What follows belongs to an exercise in optimizing a design on an open flow for small area and a short achievable clock period; a production flow would make more cautious choices. At most, simulation tests tie the RTL to the original design; equivalence was not proved. Power and IR drop assume default switching activity.

==> flow/design.v (excerpt) <==
module vector_alu (
	input  logic         clk,
	input  logic         reset,
	input  logic [191:0] pixels,	 
	input  logic [7:0]   scalar,
	input  logic [2:0]   channel,
	input  logic [1:0]   op,
	output logic [191:0] result,
	output logic [7:0]   carry_out
);
	logic [7:0]   next_carry;
	logic [63:0]  next_sum;		 
	logic [31:0]  next_crow;	 
	logic [7:0]   next_c4;
	logic [191:0] pixels_q;
	logic [63:0]  sum_q;
	logic [31:0]  crow_q;
	logic [7:0]   c4_q;
	logic [2:0]   keep_q;
	logic [2:0]   put_q;
	logic [2:0] sel;
	logic [2:0] keep;
	logic [2:0] put;
	logic [7:0] mul_m;	 
	logic [7:0] mul_m3;	 
	logic       mul;	 
	logic [7:0] s_neg;
	logic [7:0] s_x3;
	logic [7:0] base0, base1, base2, base3;
	logic [8:0] limit;
	logic       carry_inv;
	logic       active;
	assign sel[2] = (channel == pixel_alu_pkg::chan_red);
	assign sel[1] = (channel == pixel_alu_pkg::chan_green);
	assign sel[0] = (channel == pixel_alu_pkg::chan_blue);
	assign put  = reset ? 3'b000 : sel;
	assign keep = reset ? 3'b000 : ~sel;
  ...
Size: ~2300 cells after synthesis, ~310 flip-flops, ~410 I/O pins, roughly 0.019 mm² of cells after synthesis.
==> module vector_alu, before the edit <==
module vector_alu (
	input  logic         clk,
	input  logic         reset,
	input  logic [191:0] pixels,	 
	input  logic [7:0]   scalar,
	input  logic [2:0]   channel,
	input  logic [1:0]   op,
	output logic [191:0] result,
	output logic [7:0]   carry_out
);
	logic [7:0]   next_carry;
	logic [63:0]  next_sum;		 
	logic [31:0]  next_crow;	 
	logic [7:0]   next_c4;
	logic [191:0] pixels_q;
	logic [63:0]  sum_q;
	logic [31:0]  crow_q;
	logic [7:0]   c4_q;
	logic [2:0]   keep_q;
	logic [2:0]   put_q;
	logic [2:0] sel;
	logic [2:0] keep;
	logic [2:0] put;
	logic [7:0] mul_m;	 
	logic [7:0] mul_m3;	 
	logic       mul;	 
	logic [7:0] s_neg;
	logic [7:0] s_x3;
	logic [7:0] base0, base1, base2, base3;
	logic [8:0] limit;
	logic       carry_inv;
	logic       active;
	assign sel[2] = (channel == pixel_alu_pkg::chan_red);
	assign sel[1] = (channel == pixel_alu_pkg::chan_green);
	assign sel[0] = (channel == pixel_alu_pkg::chan_blue);
	assign put  = reset ? 3'b000 : sel;
	assign keep = reset ? 3'b000 : ~sel;
	assign active = (sel != 3'b000) && (op != pixel_alu_pkg::op_hold) && !reset;
	always_comb begin
		limit     = 9'd256;
		carry_inv = 1'b0;
		case (op)
			pixel_alu_pkg::op_add: begin
				limit = 9'd256 - {1'b0, scalar};
			end
			pixel_alu_pkg::op_sub: begin
				limit     = {1'b0, scalar};
				carry_inv = 1'b1;	 
			end
			pixel_alu_pkg::op_mul: begin
				limit = pixel_alu_pkg::mul_limit(scalar);
			end
			default: begin
			end
		endcase
		if (!active) begin
			limit     = 9'd256;
			carry_inv = 1'b0;
		end
	end
	assign s_neg = 8'd0 - scalar;
	assign s_x3  = scalar + {scalar[6:0], 1'b0};
	assign mul_m  = scalar;
	assign mul_m3 = s_x3;
	assign mul    = (op == pixel_alu_pkg::op_mul);
	always_comb begin
		case (op)
			pixel_alu_pkg::op_add: begin
				base0 = scalar;
				base1 = scalar + 8'd1;
				base2 = scalar + 8'd2;
				base3 = scalar + 8'd3;
			end
			pixel_alu_pkg::op_sub: begin
				base0 = s_neg;
				base1 = 8'd1 - scalar;
				base2 = 8'd2 - scalar;
				base3 = 8'd3 - scalar;
			end
			pixel_alu_pkg::op_mul: begin
				base0 = 8'd0;
				base1 = scalar;
				base2 = {scalar[6:0], 1'b0};
				base3 = s_x3;
			end
			default: begin
				base0 = 8'd0;
				base1 = 8'd1;
				base2 = 8'd2;
				base3 = 8'd3;
			end
		endcase
	end
	genvar i, j;
	generate
		for (i = 0; i < 8; i++) begin : g_lane
			logic [7:0] c;
			logic [7:0] m2;
			logic [3:0] d1, d2, d3;	 
			logic [7:0] pp0;
			logic [5:0] pp1;
			logic [3:0] pp2;
			logic [1:0] pp3;
			logic [8:0] ge;
			logic hs0;
			logic hc0;
			logic xs1;
			logic hs2;
			logic hc2;
			logic fs3;
			logic fc3;
			logic fs4;
			logic fc4;
			logic xs5;
			logic hs6;
			logic hc6;
			logic fs7;
			logic fc7;
			assign c = ({8{channel[2]}} & pixels[24*i+16 +: 8]) | ({8{channel[1]}} & pixels[24*i+8 +: 8])
			         | ({8{channel[0]}} & pixels[24*i +: 8]);
			assign m2 = {mul_m[6:0], 1'b0};
			for (j = 0; j < 4; j++) begin : g_digit
				assign d1[j] = ~c[2*j+1] &  c[2*j];
				assign d2[j] =  c[2*j+1] & ~c[2*j];
				assign d3[j] =  c[2*j+1] &  c[2*j];
			end
			assign pp0 = c[1] ? (c[0] ? base3 : base2) : (c[0] ? base1 : base0);
			assign pp1 = ({6{mul & d1[1]}} & mul_m[5:0]) | ({6{mul & d2[1]}} & m2[5:0]) | ({6{mul & d3[1]}} & mul_m3[5:0])
			           | {4'd0, ~mul & c[3], ~mul & c[2]};
			assign pp2 = ({4{mul & d1[2]}} & mul_m[3:0]) | ({4{mul & d2[2]}} & m2[3:0]) | ({4{mul & d3[2]}} & mul_m3[3:0])
			           | {2'd0, ~mul & c[5], ~mul & c[4]};
			assign pp3 = ({2{mul & d1[3]}} & mul_m[1:0]) | ({2{mul & d2[3]}} & m2[1:0]) | ({2{mul & d3[3]}} & mul_m3[1:0])
			           | {~mul & c[7], ~mul & c[6]};
			assign hs0 = pp0[6] ^ pp1[4];
			assign hc0 = pp0[6] & pp1[4];
			assign xs1 = pp0[7] ^ pp1[5] ^ pp2[3];
			assign hs2 = pp0[4] ^ pp1[2];
			assign hc2 = pp0[4] & pp1[2];
			assign fs3 = pp0[5] ^ pp1[3] ^ pp2[1];
			assign fc3 = (pp0[5] & pp1[3]) | (pp0[5] & pp2[1]) | (pp1[3] & pp2[1]);
			assign fs4 = hs0 ^ pp2[2] ^ pp3[0];
			assign fc4 = (hs0 & pp2[2]) | (hs0 & pp3[0]) | (pp2[2] & pp3[0]);
			assign xs5 = xs1 ^ pp3[1] ^ hc0;
			assign hs6 = pp0[2] ^ pp1[0];
			assign hc6 = pp0[2] & pp1[0];
			assign fs7 = pp0[3] ^ pp1[1] ^ hc6;
			assign fc7 = (pp0[3] & pp1[1]) | (pp0[3] & hc6) | (pp1[1] & hc6);
			assign next_sum[8*i +: 8] = {xs5, fs4, fs3, hs2, fs7, hs6, pp0[1], pp0[0]};
			assign next_crow[4*i +: 4] = {fc4, fc3, hc2, pp2[0]};
			assign next_c4[i] = fc7;
			assign ge[0] = 1'b1;
			for (j = 0; j < 8; j++) begin : g_cmp
				assign ge[j+1] = (c[j] & ~limit[j]) | ((c[j] | ~limit[j]) & ge[j]);
			end
			assign next_carry[i] = (ge[8] & ~limit[8]) ^ carry_inv;
			pixel_lane u_lane (
				.pixel      (pixels_q[24*i +: 24]),
				.sum_row    (sum_q[8*i +: 8]),
				.carry_row  (crow_q[4*i +: 4]),
				.carry_in   (c4_q[i]),
				.keep       (keep_q),
				.put        (put_q),
				.lane_pixel (result[24*i +: 24])
			);
		end
	endgenerate
	always_ff @(posedge clk) begin
		pixels_q  <= pixels;
		sum_q     <= next_sum;
		crow_q    <= next_crow;
		c4_q      <= next_c4;
		keep_q    <= keep;
		put_q     <= put;
		carry_out <= next_carry;
	end
endmodule
==> flow/config.mk <==
export PLATFORM = sky130hd
export DESIGN_NAME = vector_alu
export DESIGN_NICKNAME = vector_alu
export VERILOG_FILES = /design/flow/design.v
export SDC_FILE = /design/flow/constraint.sdc
export NUM_CORES = 4
export LEC_CHECK = 0
export CAP_MARGIN = 20
export CORE_MARGIN = 2
export CORE_UTILIZATION = 40
export SETUP_SLACK_MARGIN = 3.4
export SLEW_MARGIN = 20
export SYNTH_HIERARCHICAL = 1
==> flow/constraint.sdc <==
create_clock -name core_clock -period 7.0 [get_ports {clk}]
set_input_delay 1.4000 -clock core_clock [delete_from_list [all_inputs] [get_ports {clk}]]
set_output_delay 1.4000 -clock core_clock [all_outputs]
set_load 0.01 [all_outputs]
standard.sh (not shown) runs the stock make flow with config.mk's settings and CLKGATE_MAP_FILE= SYNTH_SCRIPT=/design/flow/synth_recipe.tcl, a recipe that flattens the netlist after the stock synthesis.
==> flow/flow/run.sh <==
#!/bin/bash
# The standard layout, with three changes: the port buffers are the smallest buffer
# (sky130_fd_sc_hd__buf_1) instead of the flow's default pick; synthesis leaves the
# arithmetic to ABC instead of mapping it onto full- and half-adder cells; and clock tree
# synthesis builds larger sink clusters without dummy loads.
set -euo pipefail
export BUFFER_PORTS_ARGS="-buffer_cell sky130_fd_sc_hd__buf_1"
export ADDER_MAP_FILE=
export CTS_ARGS="-sink_clustering_enable -repair_clock_nets -dont_use_dummy_load -sink_clustering_size 30 -sink_clustering_max_diameter 80 -buf_list {sky130_fd_sc_hd__clkbuf_8 sky130_fd_sc_hd__clkbuf_16}"
bash standard.sh > standard.log 2>&1
The starting point passed the timing, design-rule and antenna checks.
==> next run, changes <==
--- a/flow/design.v
+++ b/flow/design.v
@@ -305,15 +305,14 @@
 	logic [7:0]   c4_q;
 	logic [2:0]   keep_q;
 	logic [2:0]   put_q;
 	logic [2:0] sel;
 	logic [2:0] keep;
 	logic [2:0] put;
-	logic [7:0] mul_m;	 
-	logic [7:0] mul_m3;	 
-	logic       mul;	 
+	logic [7:0] mul_m;
+	logic [7:0] mul_m3;
 	logic [7:0] s_neg;
 	logic [7:0] s_x3;
 	logic [7:0] base0, base1, base2, base3;
 	logic [8:0] limit;
 	logic       carry_inv;
 	logic       active;
@@ -321,38 +320,39 @@
 	assign sel[1] = (channel == pixel_alu_pkg::chan_green);
 	assign sel[0] = (channel == pixel_alu_pkg::chan_blue);
 	assign put  = reset ? 3'b000 : sel;
 	assign keep = reset ? 3'b000 : ~sel;
 	assign active = (sel != 3'b000) && (op != pixel_alu_pkg::op_hold) && !reset;
 	always_comb begin
+		mul_m     = 8'd1;
+		mul_m3    = 8'd3;
 		limit     = 9'd256;
 		carry_inv = 1'b0;
 		case (op)
 			pixel_alu_pkg::op_add: begin
 				limit = 9'd256 - {1'b0, scalar};
 			end
 			pixel_alu_pkg::op_sub: begin
 				limit     = {1'b0, scalar};
 				carry_inv = 1'b1;	 
 			end
 			pixel_alu_pkg::op_mul: begin
+				mul_m  = scalar;
+				mul_m3 = s_x3;
 				limit = pixel_alu_pkg::mul_limit(scalar);
 			end
 			default: begin
 			end
 		endcase
 		if (!active) begin
 			limit     = 9'd256;
 			carry_inv = 1'b0;
 		end
 	end
 	assign s_neg = 8'd0 - scalar;
 	assign s_x3  = scalar + {scalar[6:0], 1'b0};
-	assign mul_m  = scalar;
-	assign mul_m3 = s_x3;
-	assign mul    = (op == pixel_alu_pkg::op_mul);
 	always_comb begin
 		case (op)
 			pixel_alu_pkg::op_add: begin
 				base0 = scalar;
 				base1 = scalar + 8'd1;
 				base2 = scalar + 8'd2;
@@ -409,18 +409,15 @@
 			for (j = 0; j < 4; j++) begin : g_digit
 				assign d1[j] = ~c[2*j+1] &  c[2*j];
 				assign d2[j] =  c[2*j+1] & ~c[2*j];
 				assign d3[j] =  c[2*j+1] &  c[2*j];
 			end
 			assign pp0 = c[1] ? (c[0] ? base3 : base2) : (c[0] ? base1 : base0);
-			assign pp1 = ({6{mul & d1[1]}} & mul_m[5:0]) | ({6{mul & d2[1]}} & m2[5:0]) | ({6{mul & d3[1]}} & mul_m3[5:0])
-			           | {4'd0, ~mul & c[3], ~mul & c[2]};
-			assign pp2 = ({4{mul & d1[2]}} & mul_m[3:0]) | ({4{mul & d2[2]}} & m2[3:0]) | ({4{mul & d3[2]}} & mul_m3[3:0])
-			           | {2'd0, ~mul & c[5], ~mul & c[4]};
-			assign pp3 = ({2{mul & d1[3]}} & mul_m[1:0]) | ({2{mul & d2[3]}} & m2[1:0]) | ({2{mul & d3[3]}} & mul_m3[1:0])
-			           | {~mul & c[7], ~mul & c[6]};
+			assign pp1 = ({6{d1[1]}} & mul_m[5:0]) | ({6{d2[1]}} & m2[5:0]) | ({6{d3[1]}} & mul_m3[5:0]);
+			assign pp2 = ({4{d1[2]}} & mul_m[3:0]) | ({4{d2[2]}} & m2[3:0]) | ({4{d3[2]}} & mul_m3[3:0]);
+			assign pp3 = ({2{d1[3]}} & mul_m[1:0]) | ({2{d2[3]}} & m2[1:0]) | ({2{d3[3]}} & mul_m3[1:0]);
 			assign hs0 = pp0[6] ^ pp1[4];
 			assign hc0 = pp0[6] & pp1[4];
 			assign xs1 = pp0[7] ^ pp1[5] ^ pp2[3];
 			assign hs2 = pp0[4] ^ pp1[2];
 			assign hc2 = pp0[4] & pp1[2];
 			assign fs3 = pp0[5] ^ pp1[3] ^ pp2[1];
=> Setup slack improves by 0.094 ns. Synthesized cell count rises by 2.8%. Count of clock-buffer cells in the layout rises by 1. Cell area stays flat. Power rises by 4.4%.
Only the layout flow was run in the first run of this note; the RTL was not checked for function there.

[what the ideal ports hide]
The results above use ideal ports. As a check the final layouts listed here were re-extracted and re-timed, cells and wires unchanged. Step 1 sets driving cells, clkbuf_16 on the clock port and buf_2 on the other inputs (assumed; they add their load-dependent delay and slew). Step 2 moves the port delays by t, midway between the first and last clock arrival at a register: inputs arrive t later, outputs are due t later. That takes back most of the time a late clock gives input paths. Slacks: ideal ports / drivers / drivers and shift; pairs: ideal ports / drivers.
run | shift t [ns] | setup slack, ns | worst setup path at the end | worst register clock-pin slew, ns
the first run | 0.591 | 3.340 / 3.277 / 2.686 | input to register | 0.11 / 0.11
the second run | 0.590 | 3.434 / 3.380 / 2.871 | input to register | 0.11 / 0.11
After both steps every run listed still meets setup and hold. For the first run, which loses most, drivers alone change the setup slack by -0.063 ns; drivers and shift together by -0.654 ns.
